This is an optimization exercise on Yosys and OpenROAD, whose aim is small area, not a production implementation.
Only simulation tests tie the RTL to the original design; equivalence was not proved.
Power is estimated from default activity; no workload was simulated.

## v8
// branch_target_predictor
module branch_target_predictor #(
    parameter int ADDR_WIDTH   = 32,
    parameter int INDEX_BITS   = 4,
    parameter int COUNTER_BITS = 2,
    parameter int TAG_BITS     = ADDR_WIDTH - INDEX_BITS - 2
) (
    input  logic                  clock,
    input  logic                  reset,
    input  logic [ADDR_WIDTH-1:0] lookup_pc,
    output logic                  predict_hit,
    output logic                  predict_taken,
    output logic [ADDR_WIDTH-1:0] predict_next_pc,
    input  logic                  update_valid,
    input  logic [ADDR_WIDTH-1:0] update_pc,
    input  logic                  update_taken,
    input  logic [ADDR_WIDTH-1:0] update_target,
    input  logic                  update_pred_taken,
    input  logic [ADDR_WIDTH-1:0] update_pred_target,
    input  logic                  flush,
    output logic                  mispredict,
    output logic [31:0]           branch_count,
    output logic [31:0]           mispredict_count
);
Size: roughly 2300 cells after synthesis, about 230 I/O pins, roughly 40000 µm² of cells after synthesis.
Settings: LEC_CHECK=0, CAP_MARGIN=10, CORE_MARGIN=2, CORE_UTILIZATION=50, SLEW_MARGIN=10, SYNTH_HIERARCHICAL=1, SYNTH_MINIMUM_KEEP_SIZE=0; clock period 7.0 ns.
standard.sh (not shown) runs the stock make flow with config.mk's settings and CLKGATE_MAP_FILE= SYNTH_SCRIPT=/design/flow/synth_recipe.tcl, a recipe that flattens the netlist after the stock synthesis.
==> flow/flow/run.sh <==
#!/bin/bash
# Standard ORFS layout (the standard.sh), with two changes:
#  - ports are buffered with the smallest buffer (buf_1) instead of the tool's default pick;
#  - clock tree synthesis clusters up to 16 sinks per clkbuf_8 and adds no dummy loads.
# The make output (all tools) goes to standard_flow.log; each ORFS step also keeps its own
# log under orfs/logs/.
set -euo pipefail
bash standard.sh \
  "BUFFER_PORTS_ARGS=-buffer_cell sky130_fd_sc_hd__buf_1" \
  "CTS_ARGS=-sink_clustering_enable -repair_clock_nets -buf_list sky130_fd_sc_hd__clkbuf_8 -sink_clustering_size 16 -sink_clustering_max_diameter 80 -dont_use_dummy_load" \
  finish > standard_flow.log 2>&1
v8 went all the way through synthesis, placement and routing and the layout is clean on timing, DRC and antenna.
The following lists how v31 was set up differently from v8:
-- flow/flow/run.sh --
<<< v8, line 4
#  - clock tree synthesis clusters up to 16 sinks per clkbuf_8 and adds no dummy loads.
>>> v31, line 4
#  - clock tree synthesis clusters up to 18 sinks per clkbuf_8 and adds no dummy loads.
<<< v8, line 10
  "CTS_ARGS=-sink_clustering_enable -repair_clock_nets -buf_list sky130_fd_sc_hd__clkbuf_8 -sink_clustering_size 16 -sink_clustering_max_diameter 80 -dont_use_dummy_load" \
>>> v31, line 10
  "CTS_ARGS=-sink_clustering_enable -repair_clock_nets -buf_list sky130_fd_sc_hd__clkbuf_8 -sink_clustering_size 18 -sink_clustering_max_diameter 80 -dont_use_dummy_load" \
Notes after the runs:
v8: done, clean on timing, DRC and antenna
The final layout from v31, which completed every stage, passed the timing, design-rule and antenna checks at the end of the flow.
The iteration count of the initial detailed-routing pass number comes out higher for v8 vs v31.
Status: combinational fraction of design power parity (v8, v31)
Any difference in maximum frequency between v31 and v8 is small enough to ignore.
| multi-input gate share of the layout cell area | v31 vs v8 | ≈ equal |
v31 and v8 ended up with roughly the same routed wire length.
met3 wirelength from detailed routing went down slightly going from v8 to v31.
Of the two values seen for critical path launch point, lookup_pc[3] was produced by v31 and lookup_pc[4] by v8.
The met1 track utilization from global routing in v31 was lower than what v8 gave.

---

the previous run:
branch_target_predictor, a different RTL version from the one above (not shown whole).
For scale: roughly 2300 cells after synthesis, roughly 230 I/O pins, roughly 40000 sq um of cells after synthesis.
clock: 7.0 ns
lec_check: 0
cap_margin: 5
core_margin: 2
core_utilization: 50
slew_margin: 5
synth_hierarchical: 1
synth_minimum_keep_size: 0
==> flow/flow/run.sh <==
#!/bin/bash
# Standard ORFS layout (the standard.sh), with two changes:
#  - ports are buffered with the smallest buffer (buf_1) instead of the tool's default pick;
#  - clock tree synthesis clusters up to 18 sinks per clkbuf_8 and adds no dummy loads.
# The make output (all tools) goes to standard_flow.log; each ORFS step also keeps its own
# log under orfs/logs/.
set -euo pipefail
bash standard.sh \
  "BUFFER_PORTS_ARGS=-buffer_cell sky130_fd_sc_hd__buf_1" \
  "CTS_ARGS=-sink_clustering_enable -repair_clock_nets -buf_list sky130_fd_sc_hd__clkbuf_8 -sink_clustering_size 18 -sink_clustering_max_diameter 80 -dont_use_dummy_load" \
  finish > standard_flow.log 2>&1
#### Input delta (the current run over the previous run)
- CAP_MARGIN now 10, was 5
- SLEW_MARGIN now 10, was 5
- PLACE_DENSITY now 0.75, previously not set
==> summary.txt <==
- The current run vs. the previous run: relative max-transition margin decreased 1.7 points, net switching power decreased 1.0%.
- The current run -> the previous run: sequential power share flat
- met3 routed wirelength is higher on the current run
- The current run went all the way through the flow, and no timing, DRC or antenna check failed.
- Changes observed in the current run relative to the previous run: share of the core filled with cells rose 0.19 points; area of placed instances about even.
- Power: the previous run vs the current run, no meaningful difference
- Looking at launching element of the worst setup path, the lookup_pc[4] result is from the current run; the lookup_pc[3] one comes from the previous run.
- Across both runs, met1 global-route usage was lower for the current run than for the previous run.

-- what the ideal ports hide --
No port has a modelled driver above. Below, the same layouts with a new extraction and two added sets of constraints. Step 1, drivers: a clkbuf_16 drives clock and a buf_2 each remaining input, both assumed. Step 2, shift: input delay + t, output delay - t, t = (earliest + latest rising clock arrival at the registers) / 2. This alone moves slack from input paths to output paths. a / b / c = ideal / step 1 / step 2; a / b = the first two.
run | t, ns | setup WS [ns] | slew at the worst register clock pin (ns) | worst slew at a driven data input, ns | cell pins on the clock port's net
v8 | 0.742 | 0.278 / 0.254 / 0.254 | 0.11 / 0.11 | 0.15 | 1
v31 | 0.744 | 0.291 / 0.262 / 0.262 | 0.11 / 0.11 | 0.15 | 1
the previous run | 0.746 | 0.203 / 0.117 / 0.117 | 0.12 / 0.12 | 0.13 | 1
the current run | 0.737 | 0.138 / 0.065 / 0.065 | 0.11 / 0.11 | 0.15 | 1
After both steps every run listed still meets setup and hold. The setup slack of the previous run, which loses most, moves by -0.086 ns with the drivers and by -0.086 ns with both steps.
